Background: an optimization exercise with open tools, aiming at small area and a short achievable clock period. Do not read the settings as production practice.
In this exercise RTL edits were held to simulation tests only and were not proved equivalent to the original.

==> job 3093: inputs <==
==> flow/design.v <==
package stack_cpu_pkg;
	typedef logic [15:0] word_t;
	typedef logic [2:0] reg_idx_t;
	typedef logic [3:0] opcode_t;
	localparam opcode_t OP_STACK     = 4'd0;
	localparam opcode_t OP_ALU       = 4'd1;
	localparam opcode_t OP_BR_ALWAYS = 4'd2;
	localparam opcode_t OP_BR_C      = 4'd3;
	localparam opcode_t OP_BR_NC     = 4'd4;
	localparam opcode_t OP_BR_Z      = 4'd5;
	localparam opcode_t OP_BR_NZ     = 4'd6;
	localparam opcode_t OP_BR_V      = 4'd7;
	localparam opcode_t OP_BR_NV     = 4'd8;
	localparam opcode_t OP_BR_S      = 4'd9;
	localparam opcode_t OP_BR_NS     = 4'd10;
	localparam opcode_t OP_CALL      = 4'd11;
	localparam opcode_t OP_RET       = 4'd12;
	typedef logic [1:0] alu_fn_t;
	localparam alu_fn_t ALU_ADD = 2'd0;
	localparam alu_fn_t ALU_NEG = 2'd1;
	localparam alu_fn_t ALU_OR  = 2'd2;
	localparam alu_fn_t ALU_NOT = 2'd3;
	localparam int NUM_REGS = 8;
	localparam int IMEM_WORDS = 256;
	localparam int DMEM_WORDS = 256;
	localparam int IMEM_AW = $clog2(IMEM_WORDS);
	localparam int DMEM_AW = $clog2(DMEM_WORDS);
	localparam word_t PC_RESET = 16'h0000;
	localparam word_t SP_RESET = 16'h01F8;
	localparam word_t PC_STEP = 16'd2;
endpackage
module pfx_add16 (
	input logic [15:0] a,
	input logic [15:0] b,
	input logic cin,
	output logic [15:0] s,
	output logic [15:0] c
);
	logic [15:0] p0;
	logic [15:0] g;
	logic [15:0] p;
	always_comb
	begin
		p0 = a ^ b;
		g = a & b;
		g[0] = g[0] | (p0[0] & cin);
		p = p0;
		for (int l = 0; l < 4; l++)
		begin
			for (int i = 15; i >= 1; i--)
			begin
				if (i >= (1 << l))
				begin
					g[i] = g[i] | (p[i] & g[i - (1 << l)]);
					p[i] = p[i] & p[i - (1 << l)];
				end
			end
		end
		c = g;
		s = p0 ^ {g[14:0], cin};
	end
endmodule
module inc2_16 (
	input logic [15:0] a,
	output logic [15:0] s
);
	assign s = a + 16'd2;
endmodule
module dec2_16 (
	input logic [15:0] a,
	output logic [15:0] s
);
	assign s = a - 16'd2;
endmodule
module stack_cpu (
	input logic clk,
	input logic reset,
	input logic run,
	input logic load_valid,
	input logic [stack_cpu_pkg::IMEM_AW-1:0] load_addr,
	input stack_cpu_pkg::word_t load_data,
	output logic load_ready,
	output stack_cpu_pkg::word_t pc,
	output stack_cpu_pkg::word_t instr,
	output logic wb_valid,
	output stack_cpu_pkg::reg_idx_t wb_reg,
	output stack_cpu_pkg::word_t wb_data,
	output logic mem_write,
	output stack_cpu_pkg::word_t mem_addr,
	output stack_cpu_pkg::word_t mem_data
);
	localparam int SP_RESET_WORD = stack_cpu_pkg::SP_RESET[stack_cpu_pkg::DMEM_AW:1];
	stack_cpu_pkg::word_t imem [stack_cpu_pkg::IMEM_WORDS];
	stack_cpu_pkg::word_t dmem [stack_cpu_pkg::DMEM_WORDS];
	stack_cpu_pkg::word_t regs [stack_cpu_pkg::NUM_REGS];
	stack_cpu_pkg::word_t sp;
	stack_cpu_pkg::word_t ir;
	stack_cpu_pkg::word_t opa;
	stack_cpu_pkg::word_t opb;
	logic neg_q;
	logic rst_q;
	logic carry_q, overflow_q, zero_q, sign_q;
	stack_cpu_pkg::word_t ins0;
	stack_cpu_pkg::word_t tos0;
	stack_cpu_pkg::word_t tos;
	logic [3:0] opcode;
	logic [2:0] rd;
	logic is_push, is_pop, is_alu, is_call, is_ret;
	assign ins0 = imem[0];
	assign tos0 = dmem[SP_RESET_WORD];
	assign instr = rst_q ? ins0 : ir;
	assign tos = rst_q ? tos0 : (neg_q ? ~opb : opb);
	assign opcode = instr[15:12];
	assign rd = instr[9:7];
	assign is_push = (opcode == stack_cpu_pkg::OP_STACK) & ~instr[10];
	assign is_pop = (opcode == stack_cpu_pkg::OP_STACK) & instr[10];
	assign is_alu = (opcode == stack_cpu_pkg::OP_ALU);
	assign is_call = (opcode == stack_cpu_pkg::OP_CALL);
	assign is_ret = (opcode == stack_cpu_pkg::OP_RET);
	function automatic logic taken_of(input logic [3:0] op, input logic c, input logic v,
		input logic z, input logic s);
		case (op)
			stack_cpu_pkg::OP_BR_ALWAYS: taken_of = 1'b1;
			stack_cpu_pkg::OP_BR_C:      taken_of = c;
			stack_cpu_pkg::OP_BR_NC:     taken_of = ~c;
			stack_cpu_pkg::OP_BR_Z:      taken_of = z;
			stack_cpu_pkg::OP_BR_NZ:     taken_of = ~z;
			stack_cpu_pkg::OP_BR_V:      taken_of = v;
			stack_cpu_pkg::OP_BR_NV:     taken_of = ~v;
			stack_cpu_pkg::OP_BR_S:      taken_of = s;
			stack_cpu_pkg::OP_BR_NS:     taken_of = ~s;
			stack_cpu_pkg::OP_CALL:      taken_of = 1'b1;
			default:                     taken_of = 1'b0;
		endcase
	endfunction
	stack_cpu_pkg::word_t pc_plus;
	stack_cpu_pkg::word_t off_i;
	stack_cpu_pkg::word_t tgt_s;
	stack_cpu_pkg::word_t tgt_c;
	stack_cpu_pkg::word_t target_i;
	stack_cpu_pkg::word_t target0;
	stack_cpu_pkg::word_t pc_run_i;
	stack_cpu_pkg::word_t pc_run0;
	stack_cpu_pkg::word_t pc_run;
	stack_cpu_pkg::word_t unused_c1;
	inc2_16 u_pc_plus (.a(pc), .s(pc_plus));
	assign off_i = {{4{ir[11]}}, ir[11:0]};
	assign tgt_s = pc ^ off_i ^ 16'd2;
	assign tgt_c = {((pc[14:0] & off_i[14:0]) | ((pc[14:0] | off_i[14:0]) & 15'd2)), 1'b0};
	pfx_add16 u_target (.a(tgt_s), .b(tgt_c), .cin(1'b0), .s(target_i), .c(unused_c1));
	assign target0 = {{4{ins0[11]}}, ins0[11:0]} + 16'd2;
	always_comb
	begin
		if (ir[15:12] == stack_cpu_pkg::OP_RET)
			pc_run_i = opb;
		else if (taken_of(ir[15:12], carry_q, overflow_q, zero_q, sign_q))
			pc_run_i = target_i;
		else
			pc_run_i = pc_plus;
		if (ins0[15:12] == stack_cpu_pkg::OP_RET)
			pc_run0 = tos0;
		else if (taken_of(ins0[15:12], 1'b0, 1'b0, 1'b0, 1'b0))
			pc_run0 = target0;
		else
			pc_run0 = 16'd2;
		pc_run = rst_q ? pc_run0 : pc_run_i;
	end
	stack_cpu_pkg::word_t sum_i;
	stack_cpu_pkg::word_t sum_c;
	stack_cpu_pkg::word_t neg0;
	stack_cpu_pkg::word_t res_i;
	stack_cpu_pkg::word_t res0;
	stack_cpu_pkg::word_t alu_result;
	logic alu_c, alu_v;
	pfx_add16 u_sum (.a(opa), .b(opb), .cin(neg_q), .s(sum_i), .c(sum_c));
	assign neg0 = (~tos0) + 16'd1;
	always_comb
	begin
		case (ir[11:10])
			stack_cpu_pkg::ALU_ADD: res_i = sum_i;
			stack_cpu_pkg::ALU_NEG: res_i = sum_i;
			stack_cpu_pkg::ALU_OR:  res_i = opa | opb;
			default:                res_i = ~opb;
		endcase
		case (ins0[11:10])
			stack_cpu_pkg::ALU_NEG: res0 = neg0;
			stack_cpu_pkg::ALU_NOT: res0 = ~tos0;
			default:                res0 = tos0;
		endcase
		if (rst_q)
		begin
			alu_result = res0;
			alu_c = 1'b0;
			alu_v = 1'b0;
		end
		else
		begin
			alu_result = res_i;
			alu_c = (ir[11:10] == stack_cpu_pkg::ALU_ADD) & sum_c[15];
			alu_v = (ir[11:10] == stack_cpu_pkg::ALU_ADD) & (sum_c[15] ^ sum_c[14]);
		end
	end
	stack_cpu_pkg::word_t sp_dec;
	stack_cpu_pkg::word_t sp_inc;
	dec2_16 u_sp_dec (.a(sp), .s(sp_dec));
	inc2_16 u_sp_inc (.a(sp), .s(sp_inc));
	assign load_ready = ~run;
	assign wb_valid = run & (is_pop | is_alu);
	assign wb_reg = rd;
	always_comb
	begin
		if (rst_q)
			wb_data = (ins0[15:12] == stack_cpu_pkg::OP_ALU) ? res0 : tos0;
		else
			wb_data = (ir[15:12] == stack_cpu_pkg::OP_ALU) ? res_i : opb;
	end
	assign mem_write = run & (is_push | is_call);
	assign mem_addr = sp_dec;
	assign mem_data = is_call ? pc_plus : opa;
	stack_cpu_pkg::word_t imem_rd;
	stack_cpu_pkg::word_t nos;
	assign imem_rd = imem[pc_run[stack_cpu_pkg::IMEM_AW:1]];
	assign nos = dmem[sp_inc[stack_cpu_pkg::DMEM_AW:1]];
	stack_cpu_pkg::word_t ir_next;
	logic [2:0] rd_next;
	always_ff @(posedge clk or posedge reset)
	begin
		if (reset)
		begin
			pc <= stack_cpu_pkg::PC_RESET;
			sp <= stack_cpu_pkg::SP_RESET;
			carry_q <= 1'b0;
			overflow_q <= 1'b0;
			zero_q <= 1'b0;
			sign_q <= 1'b0;
			for (int i = 0; i < stack_cpu_pkg::NUM_REGS; i++)
				regs[i] <= '0;
		end
		else if (run)
		begin
			pc <= pc_run;
			if (is_push | is_call)
				sp <= sp_dec;
			else if (is_pop | is_ret)
				sp <= sp_inc;
			if (is_alu)
			begin
				carry_q <= alu_c;
				overflow_q <= alu_v;
				zero_q <= (alu_result == '0);
				sign_q <= alu_result[15];
			end
			if (is_pop | is_alu)
				regs[rd] <= wb_data;
		end
	end
	always_ff @(posedge clk or posedge reset)
	begin
		if (reset)
			rst_q <= 1'b1;
		else
			rst_q <= 1'b0;
	end
	always_comb
	begin
		if (run)
			ir_next = imem_rd;
		else if (load_valid && load_addr == pc[stack_cpu_pkg::IMEM_AW:1])
			ir_next = load_data;
		else
			ir_next = instr;
	end
	assign rd_next = ir_next[9:7];
	stack_cpu_pkg::word_t x_next;
	stack_cpu_pkg::word_t tos_next;
	logic neg_next;
	assign neg_next = (ir_next[15:12] == stack_cpu_pkg::OP_ALU) &
		(ir_next[11:10] == stack_cpu_pkg::ALU_NEG);
	assign x_next = (wb_valid && rd_next == rd) ? wb_data : regs[rd_next];
	always_comb
	begin
		if (run & (is_push | is_call))
			tos_next = mem_data;
		else if (run & (is_pop | is_ret))
			tos_next = nos;
		else
			tos_next = tos;
	end
	always_ff @(posedge clk or posedge reset)
	begin
		if (reset)
			opa <= '0;
		else
			opa <= neg_next ? '0 : x_next;
	end
	always_ff @(posedge clk)
	begin
		ir <= ir_next;
		neg_q <= neg_next;
		opb <= neg_next ? ~tos_next : tos_next;
	end
	always_ff @(posedge clk)
	begin
		if (load_valid && !run)
			imem[load_addr] <= load_data;
		if (mem_write)
			dmem[sp_dec[stack_cpu_pkg::DMEM_AW:1]] <= mem_data;
	end
endmodule
==> flow/flow/run.sh <==
#!/bin/bash
# The standard layout, with timing repair aimed below the clock period so the
# achieved period keeps shrinking past the point where the standard margin stops.
set -euo pipefail
bash standard.sh SETUP_SLACK_MARGIN=8.5 finish > make_finish.log 2>&1
==> flow/standard.sh <==
#!/bin/bash
# synth_recipe.tcl (not shown) runs the flow's synth.tcl, then flattens the netlist and writes it again
# the make line also repeats each setting of config.mk as NAME=value (left out here)
make -C /OpenROAD-flow-scripts/flow DESIGN_CONFIG=/design/flow/config.mk WORK_HOME=/design/flow/orfs CLKGATE_MAP_FILE= SYNTH_SCRIPT=/design/flow/synth_recipe.tcl "${@:-finish}"
==> flow/config.mk <==
export PLATFORM = sky130hd
export DESIGN_NAME = stack_cpu
export DESIGN_NICKNAME = stack_cpu
export VERILOG_FILES = /design/flow/design.v
export SDC_FILE = /design/flow/constraint.sdc
export NUM_CORES = 4
export LEC_CHECK = 0
export CAP_MARGIN = 20
export CORE_MARGIN = 2
export CORE_UTILIZATION = 50
export CTS_CLUSTER_DIAMETER = 60
export CTS_CLUSTER_SIZE = 30
export PLACE_DENSITY = 0.6
export SLEW_MARGIN = 20
export SYNTH_HIERARCHICAL = 1
export SYNTH_MINIMUM_KEEP_SIZE = 0
==> flow/constraint.sdc <==
create_clock -name core_clock -period 15.0 [get_ports {clk}]
set_input_delay 3.0000 -clock core_clock [delete_from_list [all_inputs] [get_ports {clk}]]
set_output_delay 3.0000 -clock core_clock [all_outputs]
set_load 0.01 [all_outputs]
==> job 9562 (differences from job 3093) <==
--- a/flow/design.v
+++ b/flow/design.v
@@ -62,14 +62,2 @@
 endmodule
-module inc2_16 (
-	input logic [15:0] a,
-	output logic [15:0] s
-);
-	assign s = a + 16'd2;
-endmodule
-module dec2_16 (
-	input logic [15:0] a,
-	output logic [15:0] s
-);
-	assign s = a - 16'd2;
-endmodule
 module stack_cpu (
@@ -97,5 +85,4 @@
 	stack_cpu_pkg::word_t ir;
-	stack_cpu_pkg::word_t opa;
-	stack_cpu_pkg::word_t opb;
-	logic neg_q;
+	stack_cpu_pkg::word_t tos_q;
+	stack_cpu_pkg::word_t rx;
 	logic rst_q;
@@ -111,3 +98,3 @@
 	assign instr = rst_q ? ins0 : ir;
-	assign tos = rst_q ? tos0 : (neg_q ? ~opb : opb);
+	assign tos = rst_q ? tos0 : tos_q;
 	assign opcode = instr[15:12];
@@ -144,4 +131,4 @@
 	stack_cpu_pkg::word_t pc_run;
-	stack_cpu_pkg::word_t unused_c1;
-	inc2_16 u_pc_plus (.a(pc), .s(pc_plus));
+	stack_cpu_pkg::word_t unused_c0, unused_c1, unused_c2;
+	pfx_add16 u_pc_plus (.a(pc), .b(16'd2), .cin(1'b0), .s(pc_plus), .c(unused_c0));
 	assign off_i = {{4{ir[11]}}, ir[11:0]};
@@ -150,3 +137,4 @@
 	pfx_add16 u_target (.a(tgt_s), .b(tgt_c), .cin(1'b0), .s(target_i), .c(unused_c1));
-	assign target0 = {{4{ins0[11]}}, ins0[11:0]} + 16'd2;
+	pfx_add16 u_target0 (.a({{4{ins0[11]}}, ins0[11:0]}), .b(16'd2), .cin(1'b0), .s(target0),
+		.c(unused_c2));
 	always_comb
@@ -154,3 +142,3 @@
 		if (ir[15:12] == stack_cpu_pkg::OP_RET)
-			pc_run_i = opb;
+			pc_run_i = tos_q;
 		else if (taken_of(ir[15:12], carry_q, overflow_q, zero_q, sign_q))
@@ -169,2 +157,3 @@
 	stack_cpu_pkg::word_t sum_c;
+	stack_cpu_pkg::word_t neg_i;
 	stack_cpu_pkg::word_t neg0;
@@ -173,5 +162,7 @@
 	stack_cpu_pkg::word_t alu_result;
+	stack_cpu_pkg::word_t unused_c3, unused_c4;
 	logic alu_c, alu_v;
-	pfx_add16 u_sum (.a(opa), .b(opb), .cin(neg_q), .s(sum_i), .c(sum_c));
-	assign neg0 = (~tos0) + 16'd1;
+	pfx_add16 u_sum (.a(rx), .b(tos_q), .cin(1'b0), .s(sum_i), .c(sum_c));
+	pfx_add16 u_neg (.a(~tos_q), .b(16'd0), .cin(1'b1), .s(neg_i), .c(unused_c3));
+	pfx_add16 u_neg0 (.a(~tos0), .b(16'd0), .cin(1'b1), .s(neg0), .c(unused_c4));
 	always_comb
@@ -180,5 +171,5 @@
 			stack_cpu_pkg::ALU_ADD: res_i = sum_i;
-			stack_cpu_pkg::ALU_NEG: res_i = sum_i;
-			stack_cpu_pkg::ALU_OR:  res_i = opa | opb;
-			default:                res_i = ~opb;
+			stack_cpu_pkg::ALU_NEG: res_i = neg_i;
+			stack_cpu_pkg::ALU_OR:  res_i = rx | tos_q;
+			default:                res_i = ~tos_q;
 		endcase
@@ -204,4 +195,5 @@
 	stack_cpu_pkg::word_t sp_inc;
-	dec2_16 u_sp_dec (.a(sp), .s(sp_dec));
-	inc2_16 u_sp_inc (.a(sp), .s(sp_inc));
+	stack_cpu_pkg::word_t unused_c5, unused_c6;
+	pfx_add16 u_sp_dec (.a(sp), .b(16'hFFFE), .cin(1'b0), .s(sp_dec), .c(unused_c5));
+	pfx_add16 u_sp_inc (.a(sp), .b(16'd2), .cin(1'b0), .s(sp_inc), .c(unused_c6));
 	assign load_ready = ~run;
@@ -214,3 +206,3 @@
 		else
-			wb_data = (ir[15:12] == stack_cpu_pkg::OP_ALU) ? res_i : opb;
+			wb_data = (ir[15:12] == stack_cpu_pkg::OP_ALU) ? res_i : tos_q;
 	end
@@ -218,7 +210,23 @@
 	assign mem_addr = sp_dec;
-	assign mem_data = is_call ? pc_plus : opa;
+	assign mem_data = is_call ? pc_plus : rx;
+	logic [stack_cpu_pkg::IMEM_WORDS-1:0] imem_sel;
+	logic [stack_cpu_pkg::DMEM_WORDS-1:0] dmem_sel;
 	stack_cpu_pkg::word_t imem_rd;
 	stack_cpu_pkg::word_t nos;
-	assign imem_rd = imem[pc_run[stack_cpu_pkg::IMEM_AW:1]];
-	assign nos = dmem[sp_inc[stack_cpu_pkg::DMEM_AW:1]];
+	always_comb
+	begin
+		imem_sel = '0;
+		imem_sel[pc_run[stack_cpu_pkg::IMEM_AW:1]] = 1'b1;
+		imem_rd = '0;
+		for (int i = 0; i < stack_cpu_pkg::IMEM_WORDS; i++)
+			imem_rd = imem_rd | (imem[i] & {16{imem_sel[i]}});
+	end
+	always_comb
+	begin
+		dmem_sel = '0;
+		dmem_sel[sp_inc[stack_cpu_pkg::DMEM_AW:1]] = 1'b1;
+		nos = '0;
+		for (int i = 0; i < stack_cpu_pkg::DMEM_WORDS; i++)
+			nos = nos | (dmem[i] & {16{dmem_sel[i]}});
+	end
 	stack_cpu_pkg::word_t ir_next;
@@ -273,17 +281,2 @@
 	assign rd_next = ir_next[9:7];
-	stack_cpu_pkg::word_t x_next;
-	stack_cpu_pkg::word_t tos_next;
-	logic neg_next;
-	assign neg_next = (ir_next[15:12] == stack_cpu_pkg::OP_ALU) &
-		(ir_next[11:10] == stack_cpu_pkg::ALU_NEG);
-	assign x_next = (wb_valid && rd_next == rd) ? wb_data : regs[rd_next];
-	always_comb
-	begin
-		if (run & (is_push | is_call))
-			tos_next = mem_data;
-		else if (run & (is_pop | is_ret))
-			tos_next = nos;
-		else
-			tos_next = tos;
-	end
 	always_ff @(posedge clk or posedge reset)
@@ -291,5 +284,7 @@
 		if (reset)
-			opa <= '0;
+			rx <= '0;
+		else if (wb_valid && rd_next == rd)
+			rx <= wb_data;
 		else
-			opa <= neg_next ? '0 : x_next;
+			rx <= regs[rd_next];
 	end
@@ -298,4 +293,8 @@
 		ir <= ir_next;
-		neg_q <= neg_next;
-		opb <= neg_next ? ~tos_next : tos_next;
+		if (run & (is_push | is_call))
+			tos_q <= mem_data;
+		else if (run & (is_pop | is_ret))
+			tos_q <= nos;
+		else
+			tos_q <= tos;
 	end
==> flow/run.sh (new file) <==
#!/bin/bash
# synth_recipe.tcl (not shown) runs the flow's synth.tcl, then flattens the netlist and writes it again
# the make line also repeats each setting of config.mk as NAME=value (left out here)
make -C /OpenROAD-flow-scripts/flow DESIGN_CONFIG=/design/flow/config.mk WORK_HOME=/design/flow/orfs CLKGATE_MAP_FILE= SYNTH_SCRIPT=/design/flow/synth_recipe.tcl finish
Settings changed: CORE_UTILIZATION 50 to 55, PLACE_DENSITY 0.6 to 0.65, SETUP_SLACK_MARGIN set to 5, SYNTH_HIERARCHICAL 1 to unset, SYNTH_MINIMUM_KEEP_SIZE 0 to unset.
removed: flow/flow/run.sh
removed: flow/standard.sh
==> comparison <==
Job 3093 went through all stages and came out clean. Job 9562 stopped in global routing (GRT-0116).
In job 3093 the area after synthesis is larger than in job 9562, by 7.3%.
Between job 3093 and job 9562, the lower synthesized cell count is in job 9562 (gap 12%, measured against job 9562).

[afterwards: timing with drivers on the ports]
Ports are ideal in the flow. The routed layout listed here was re-timed in OpenROAD. Step 1 sets driving cells, clkbuf_16 on the clock port and buf_2 on the other inputs (assumed; they add their load-dependent delay and slew). Step 2, shift: input delay + t, output delay - t, t = (earliest + latest rising clock arrival at the registers) / 2. This alone moves slack from input paths to output paths. a / b / c = ideal / step 1 / step 2; a / b = the first two.
run: job 3093
t (ns): 1.275
setup WS [ns]: 7.823 / 7.690 / 7.122
hold WS [ns]: 0.515 / 0.515 / 0.515
worst setup path after step 2: input to register
worst data-port slew with drivers (ns): 0.25
After both steps setup and hold are still met in job 3093. For job 3093, drivers alone change the setup slack by -0.133 ns; drivers and shift together by -0.701 ns.
